This is an optimization exercise on Yosys and OpenROAD, whose aim is small area, not a production implementation. Function was checked by simulation only, so behaviour that the tests miss may differ from the original. No activity file was given, so power comes from the tool's default toggle rates.

## flow/design.v

```verilog
module wbi2c_mem_master #(
    parameter int MEM_ADDR_BITS   = 7,
    parameter int ADDR_BYTES      = 2,
    parameter int TICKBITS        = 20,
    parameter int CLOCKS_PER_TICK = 1000,
    parameter int CONSTANT_SPEED  = 0,
    parameter int READ_ONLY       = 0,
    parameter int TIMEOUT_BITS    = 8
) (
    input  logic                     i_clk,
    input  logic                     i_rst,
    input  logic                     i_wb_cyc,
    input  logic                     i_wb_stb,
    input  logic                     i_wb_we,
    input  logic [MEM_ADDR_BITS-2:0] i_wb_addr,
    input  logic [31:0]              i_wb_data,
    input  logic [3:0]               i_wb_sel,
    output logic                     o_wb_ack,
    output logic                     o_wb_stall,
    output logic [31:0]              o_wb_data,
    output logic                     o_ll_cyc,
    output logic                     o_ll_stb,
    output logic                     o_ll_we,
    output logic [7:0]               o_ll_data,
    output logic [TICKBITS-1:0]      o_ll_speed,
    input  logic                     i_ll_ack,
    input  logic                     i_ll_stall,
    input  logic                     i_ll_err,
    input  logic [7:0]               i_ll_data,
    output logic                     o_int
);
    localparam int MAB = MEM_ADDR_BITS;
    localparam logic [TICKBITS-1:0] CPT = TICKBITS'(CLOCKS_PER_TICK);
    typedef enum logic [2:0] {
        S_IDLE, S_DEVW, S_SUBA, S_TX, S_RESTART, S_DEVR, S_RX, S_DRAIN
    } state_t;
    state_t state, state_n;
    logic stb, stb_n, cyc, cyc_n, pend, pend_n, we, we_n;
    logic [7:0] data, data_n, tx_byte;
    logic [6:0] dev, dev_n;
    logic rd, rd_n, abyte, abyte_n;
    logic [MAB-1:0] cnt, cnt_n;
    logic [15:0] sub, sub_n;
    logic err, err_n, nack, nack_n, tmo, tmo_n;
    logic [TICKBITS-1:0] speed;
    logic [TIMEOUT_BITS-1:0] tcnt;
    logic [7:0] mem [2**MAB];
    logic [31:0] rdat;
    logic wb_req, is_buf, reg_wr, cmd_wr, busy, accept, got_ack;
    logic tmo_hit, start, store, buf_wr;
    logic [MAB-3:0] widx;
    assign wb_req  = i_wb_cyc & i_wb_stb;
    assign is_buf  = i_wb_addr[MAB-2];
    assign widx    = i_wb_addr[MAB-3:0];
    assign reg_wr  = wb_req & i_wb_we & !is_buf;
    assign cmd_wr  = reg_wr & (i_wb_addr[1:0] == 2'd0);
    assign busy    = (state != S_IDLE);
    assign accept  = stb & !i_ll_stall;
    assign got_ack = i_ll_ack & (pend | accept);
    assign tmo_hit = (stb | pend) & !i_ll_ack & (&tcnt);
    assign buf_wr  = wb_req & i_wb_we & is_buf & !busy & (READ_ONLY == 0);
    assign start   = cmd_wr & (i_wb_data[MAB-1:0] != '0)
                   & (i_wb_data[16] | (READ_ONLY == 0));
    always_comb begin
        unique case (state)
            S_DEVW:  tx_byte = {dev, 1'b0};
            S_SUBA:  tx_byte = (ADDR_BYTES == 2 && !abyte) ? sub[15:8] : sub[7:0];
            S_TX:    tx_byte = mem[sub[MAB-1:0]];
            S_DEVR:  tx_byte = {dev, 1'b1};
            default: tx_byte = 8'h00;
        endcase
    end
    always_comb begin
        state_n = state;
        stb_n   = stb & i_ll_stall;
        pend_n  = (pend | accept) & !i_ll_ack & !i_ll_err;
        cyc_n   = cyc;
        we_n    = we;
        data_n  = data;
        dev_n   = dev;
        rd_n    = rd;
        cnt_n   = cnt;
        sub_n   = sub;
        abyte_n = abyte;
        err_n   = err;
        nack_n  = nack;
        tmo_n   = tmo;
        store   = 1'b0;
        if (reg_wr && i_wb_addr[1:0] == 2'd2 && !busy)
            sub_n = i_wb_data[15:0];
        unique case (state)
            S_IDLE: begin
                cyc_n  = 1'b0;
                stb_n  = 1'b0;
                pend_n = 1'b0;
                if (start) begin
                    dev_n   = i_wb_data[23:17];
                    rd_n    = i_wb_data[16];
                    cnt_n   = i_wb_data[MAB-1:0];
                    err_n   = 1'b0;
                    nack_n  = 1'b0;
                    tmo_n   = 1'b0;
                    abyte_n = 1'b0;
                    cyc_n   = 1'b1;
                    state_n = (ADDR_BYTES == 0 && i_wb_data[16]) ? S_DEVR : S_DEVW;
                end
            end
            S_RESTART: begin
                cyc_n   = 1'b1;
                state_n = S_DEVR;
            end
            S_DRAIN: begin
                stb_n = 1'b0;
                if (!pend_n) begin
                    cyc_n   = 1'b0;
                    state_n = S_IDLE;
                end
            end
            default: begin
                if (!stb && !pend) begin
                    stb_n  = 1'b1;
                    we_n   = (state != S_RX);
                    data_n = tx_byte;
                end
                if (got_ack) begin
                    case (state)
                        S_DEVW: begin
                            if (ADDR_BYTES == 0) state_n = S_TX;
                            else state_n = S_SUBA;
                        end
                        S_SUBA: begin
                            if (ADDR_BYTES < 2 || abyte) begin
                                if (rd) begin
                                    state_n = S_RESTART;
                                    cyc_n   = 1'b0;
                                end else begin
                                    state_n = S_TX;
                                end
                            end else begin
                                abyte_n = 1'b1;
                            end
                        end
                        S_DEVR: state_n = S_RX;
                        default: begin
                            store = (state == S_RX);
                            sub_n = sub + 16'd1;
                            cnt_n = cnt - MAB'(1);
                            if (cnt == MAB'(1)) state_n = S_DRAIN;
                        end
                    endcase
                end
            end
        endcase
        if (busy && i_ll_err) begin
            err_n   = 1'b1;
            nack_n  = 1'b1;
            stb_n   = 1'b0;
            state_n = S_DRAIN;
        end
        if (busy && cmd_wr && i_wb_data[31]) begin
            stb_n   = 1'b0;
            state_n = S_DRAIN;
        end
        if (busy && tmo_hit) begin
            err_n   = 1'b1;
            tmo_n   = 1'b1;
            stb_n   = 1'b0;
            pend_n  = 1'b0;
            cyc_n   = 1'b0;
            state_n = S_IDLE;
        end
    end
    always_ff @(posedge i_clk) begin
        if (i_rst) begin
            state <= S_IDLE;
            stb   <= 1'b0;
            cyc   <= 1'b0;
            pend  <= 1'b0;
            we    <= 1'b0;
            data  <= 8'h00;
            dev   <= 7'h00;
            rd    <= 1'b0;
            cnt   <= '0;
            sub   <= 16'h0000;
            abyte <= 1'b0;
            err   <= 1'b0;
            nack  <= 1'b0;
            tmo   <= 1'b0;
            tcnt  <= '0;
        end else begin
            state <= state_n;
            stb   <= stb_n;
            cyc   <= cyc_n;
            pend  <= pend_n;
            we    <= we_n;
            data  <= data_n;
            dev   <= dev_n;
            rd    <= rd_n;
            cnt   <= cnt_n;
            sub   <= sub_n;
            abyte <= abyte_n;
            err   <= err_n;
            nack  <= nack_n;
            tmo   <= tmo_n;
            if (!(stb | pend) || i_ll_ack) tcnt <= '0;
            else tcnt <= tcnt + TIMEOUT_BITS'(1);
        end
    end
    always_ff @(posedge i_clk) begin
        if (i_rst) speed <= CPT;
        else if (CONSTANT_SPEED != 0) speed <= CPT;
        else if (reg_wr && i_wb_addr[1:0] == 2'd1) speed <= i_wb_data[TICKBITS-1:0];
        else if (speed == '0) speed <= CPT;
    end
    always_ff @(posedge i_clk) begin
        if (buf_wr) begin
            for (int k = 0; k < 4; k++)
                if (i_wb_sel[3-k]) mem[{widx, 2'(k)}] <= i_wb_data[31-8*k -: 8];
        end
        if (store) mem[sub[MAB-1:0]] <= i_ll_data;
    end
    always_comb begin
        rdat = 32'h0;
        unique case (i_wb_addr[1:0])
            2'd0: begin
                rdat[31]     = busy;
                rdat[30]     = err;
                rdat[29]     = nack;
                rdat[28]     = tmo;
                rdat[23:17]  = dev;
                rdat[16]     = rd;
                rdat[MAB-1:0] = cnt;
            end
            2'd1: rdat[TICKBITS-1:0] = speed;
            2'd2: rdat[15:0] = sub;
            default: rdat = 32'h0;
        endcase
    end
    always_ff @(posedge i_clk) begin
        if (i_rst) begin
            o_wb_ack  <= 1'b0;
            o_wb_data <= 32'h0;
        end else begin
            o_wb_ack <= wb_req;
            if (is_buf)
                o_wb_data <= {mem[{widx, 2'd0}], mem[{widx, 2'd1}],
                              mem[{widx, 2'd2}], mem[{widx, 2'd3}]};
            else
                o_wb_data <= rdat;
        end
    end
    assign o_wb_stall = 1'b0;
    assign o_ll_cyc   = cyc;
    assign o_ll_stb   = stb;
    assign o_ll_we    = we;
    assign o_ll_data  = data;
    assign o_ll_speed = speed;
    assign o_int      = !busy;
endmodule
```

## flow/constraint.sdc

```tcl
create_clock -name core_clock -period 10.0 [get_ports {i_clk}]
set_input_delay 2.0000 -clock core_clock [delete_from_list [all_inputs] [get_ports {i_clk}]]
set_output_delay 2.0000 -clock core_clock [all_outputs]
set_load 0.01 [all_outputs]
```

## flow/config.mk

```make
export PLATFORM = sky130hd
export DESIGN_NAME = wbi2c_mem_master
export DESIGN_NICKNAME = wbi2c_mem_master
export VERILOG_FILES = /design/flow/design.v
export SDC_FILE = /design/flow/constraint.sdc
export NUM_CORES = 4
export LEC_CHECK = 0
export CAP_MARGIN = 20
export CORE_MARGIN = 5
export CORE_UTILIZATION = 40
export SLEW_MARGIN = 20
```

## flow/run.sh

```bash
#!/bin/bash
# synth_recipe.tcl (not shown) runs the flow's synth.tcl, then flattens the netlist and writes it again
# the make line also repeats each setting of config.mk as NAME=value (left out here)
make -C /OpenROAD-flow-scripts/flow DESIGN_CONFIG=/design/flow/config.mk WORK_HOME=/design/flow/orfs CLKGATE_MAP_FILE= SYNTH_SCRIPT=/design/flow/synth_recipe.tcl finish
```

==> flow_metrics.env <==
export IMPL_router_iterations_before_antenna_repair=7
export IMPL_wire_per_inst_um=42.5
export IMPL_vias=50100
export IMPL_dieHeight_um=418
export IMPL_r2r_start="sub[2]"
export IMPL_reg2reg_slack_ns=4.98
export IMPL_postSynth_asyncResetShare_pct=0
export IMPL_final_antenna_net_count=0
export IMPL_grt_use_total_pct=33.2
export IMPL_maximum_number_of_pins_on_one_net_before_global_route_repair=111
export IMPL_cp_required_ns=8.00
export IMPL_initial_core_util_pct=40.3
export IMPL_layout_cells_most_common="sky130_fd_sc_hd__mux2_2"
export IMPL_post_cts_resize_count=0
export IMPL_worstHoldPathType="flop to flop"
export IMPL_cts_repair_timing_setup_buffer_count=0
export IMPL_fin_worst_skew_ns=0.0368
export IMPL_power_share_switching_pct=26.0
export IMPL_postSynthNetCount=4956
export IMPL_layout_cells_most_common_list="sky130_fd_sc_hd__mux2_2, sky130_fd_sc_hd__edfxtp_1, sky130_fd_sc_hd__mux2i_1"
export IMPL_vias_per_cell=7.13
export IMPL_crit_path_max_fanout=21
export IMPL_ys_warn_count=1
export IMPL_synth_flop_cell="sky130_fd_sc_hd__edfxtp_1"
export IMPL_final_setup_viol_count=0
export IMPL_core_area_mm2=0.165
export IMPL_final_period_demand_of_the_worst_path_ns=5.30
export IMPL_areaGrowthSynthToFinish_pct=10.6
export IMPL_top_level_ports=124
export IMPL_clock_latency_on_the_worst_skew_pair_ns=0.83
export IMPL_route_final_wire_length_mm=299
export IMPL_cts_sinks=1135
export IMPL_numPortBuffers=122
export IMPL_p_sw_mw=2.94
export IMPL_fin_setup_tns_ns=0
export IMPL_gp_congestion=1.10
export IMPL_rsz_0062_raised_after_global_routing="false"
export IMPL_synth_seq_area_share_pct=49.6
export IMPL_critical_path_startpoint="state[2]"
export IMPL_setup_worst_path_start_class="flop"
export IMPL_worstMarginPinSlew_ns=1.31
export IMPL_fillCellCount=14900
export IMPL_timing_reg2reg_worst_path_depth=8
export IMPL_power_report_internal_total_mw=8.39
export IMPL_comb_power_share_pct=9.7
export IMPL_total_power_mw=11.3
export IMPL_cts_reportedPaths_clkPinSlew_ns=0.06
export IMPL_tritoncts_num_buffers=134
export IMPL_outcome="no timing/DRC/antenna violations"
export IMPL_seq_power_share_pct=46.2
export IMPL_synth_edf_count=1024
export IMPL_post_route_drc_count=0
export IMPL_tritoncts="built"
export IMPL_clockRootBuffer="sky130_fd_sc_hd__clkbuf_16"
export IMPL_slew_violations=0
export IMPL_max_vdd_ir_drop_v=0.000171
export IMPL_syn_cell_area_mm2=0.0664
export IMPL_hpwlAfterDp_mm=200
export IMPL_critPathKind="flop to primary output"
export IMPL_postCtsHoldBufs=0
export IMPL_number_of_antenna_violations_at_the_first_check_in_global_routing=28
export IMPL_hold_viol=0
export IMPL_crit_path_end="o_int"
export IMPL_syn_instance_count=4889
export IMPL_power_frac_clock_pct=44.2
export IMPL_power_static_leakage_nw=21.7
export IMPL_max_freq_ghz=0.189
export IMPL_powerDensity_mw_per_mm2=154
export IMPL_global_route_overflow_total=0
export IMPL_drtIter0Drc=9983
export IMPL_maxSlewHeadroom_pct=11.8
export IMPL_max_cap_violations=0
export IMPL_avgSynthCellArea_um2=13.6
export IMPL_worst_ep_arrival_time_ns=3.30
export IMPL_nets=4786
export IMPL_clock_tree_htree_level_count=4
export IMPL_synth_ff_latch_count=1135
export IMPL_first_global_vias=46500
export IMPL_core_rowCount=149
export IMPL_die_width_um=418
export IMPL_worstReg2RegEnd="data[4]"
export IMPL_layout_drive_gt1_share_pct=37.6
export IMPL_netlist_cell_type_count=69
export IMPL_cts_path_max_buffers=3
export IMPL_fin_crit_sh_pct=53.0
export IMPL_die_area_mm2=0.174
export IMPL_crit_path_end_kind="primary output"
export IMPL_grt_first_pass_wirelength_mm=402
## power by group through the flow
stage	clock network [mW]	logic, mW	registers, mW
floorplan	0	0.607	5.30
global placement	0	1.03	5.32
detailed placement	0	1.04	5.32
CTS	5.00	1.04	5.22
global route	5.20	1.10	5.22
finish	5.01	1.09	5.23
## metrics by stage
| stage | area [um2] | hold slack, ns | std cells | utilization (%) | worst slack [ns] |
|---|---|---|---|---|---|
| finish | 73500 | 0.456 | 7027 | 44.5 | 4.70 |
| global route | 73500 | 0.478 | 7017 | 44.5 | 4.60 |
| CTS | 73400 | 0.452 | 7010 | 44.5 | 4.68 |
| detailed placement | 69000 | 0.443 | 6768 | 41.8 | 4.16 |
| global placement | 69000 | 0.424 | 6767 | 41.8 | 4.18 |
| floorplan | 66400 | 0.413 | 4889 | - | 5.44 |
## worst min-delay path by stage
stage / startpoint / endpoint / depth (start not counted)
finish: tcnt[0] / tcnt[0] / 1
global route: tcnt[0] / tcnt[0] / 1
CTS: tcnt[0] / tcnt[0] / 1
detailed placement: tcnt[0] / tcnt[0] / 1
global placement: tcnt[0] / tcnt[0] / 1
floorplan: tcnt[0] / tcnt[0] / 1
## routing by layer
| metal | vias up | track usage [%] | wire, um |
|---|---|---|---|
| li1 | 19200 | - | - |
| met4 | 20 | 19.0 | 21500 |
| met5 | - | 0.875 | 331 |
| met1 | 25500 | 42.8 | 107000 |
| met2 | 4505 | 46.4 | 122000 |
| met3 | 899 | 14.2 | 47600 |
## kinds of logic after synthesis
family / share of synthesized area [%]
adders and majority gates: 0.169
and+or+nand+nor: 5.80
muxes: 34.0
other: 0.00564
DFF: 49.6
xor gates and xnor gates: 0.105
buffers and inverters: 3.44
AOI/OAI and AO/OA: 6.90
## sequential cells by signal (all words and copies together), names as in the netlist, 3 cells and up
signal,count
o_wb_data,32
mem,1024
tcnt,8
dev,7
state,3
speed,20
data,8
sub,16
cnt,7
## cell usage after synthesis, drive strengths merged (50+ instances only)
library cell,instances,area (um2)
mux4,256,5770
o22ai,358,2240
a22oi,143,1080
a21oi,50,250
buf,155,785
mux2i,517,5170
clkbuf,386,1450
dfxtp,111,2220
edfxtp,1024,30700
mux2,1032,11600
o21ai,52,264
nand2,131,519
nor4,52,325
nor3,55,314
nor2,292,1690
## final cells by class
| type | instances | area (um2) | share of cell area [%] |
|---|---|---|---|
| well taps | 2189 | 2740 | 3.73 |
| multi-input cells | 3200 | 31300 | 42.6 |
| inverters | 13 | 48.8 | 0.0664 |
| repair buffers | 235 | 2000 | 2.73 |
| clock buffers | 166 | 3580 | 4.88 |
| clock inverters | 76 | 769 | 1.05 |
| flip-flops and latches | 1135 | 33000 | 44.9 |
| diodes | 13 | 32.5 | 0.0443 |
## critical path, stage by stage (launching register included)
cell	delay, ns
sky130_fd_sc_hd__dfxtp_1	0.51
sky130_fd_sc_hd__or3_1	0.68
sky130_fd_sc_hd__inv_1	0.61
sky130_fd_sc_hd__clkdlybuf4s50_1	0.67

==> what the ideal ports hide <==
The results above use ideal ports. As a check the final layout listed here was re-extracted and re-timed, cells and wires unchanged.
Step 1: set_driving_cell puts a clkbuf_16 on i_clk and a buf_2 on each other input, an assumption about the parent block.
Step 2, shift: input delay + t, output delay - t, t = (earliest + latest rising clock arrival at the registers) / 2. This alone moves slack from input paths to output paths.
Slacks: no drivers / after step 1 / after step 2; pairs: no drivers / after step 1.
t, ns: 0.901
slack for setup (ns): 4.703 / 4.609 / 3.888
worst register clock-pin slew, ns: 0.07 / 0.07
cell pins on the clock port's net: 1
After both steps this run still meets setup and hold. The setup slack of this run moves by -0.094 ns with the drivers and by -0.815 ns with both steps.
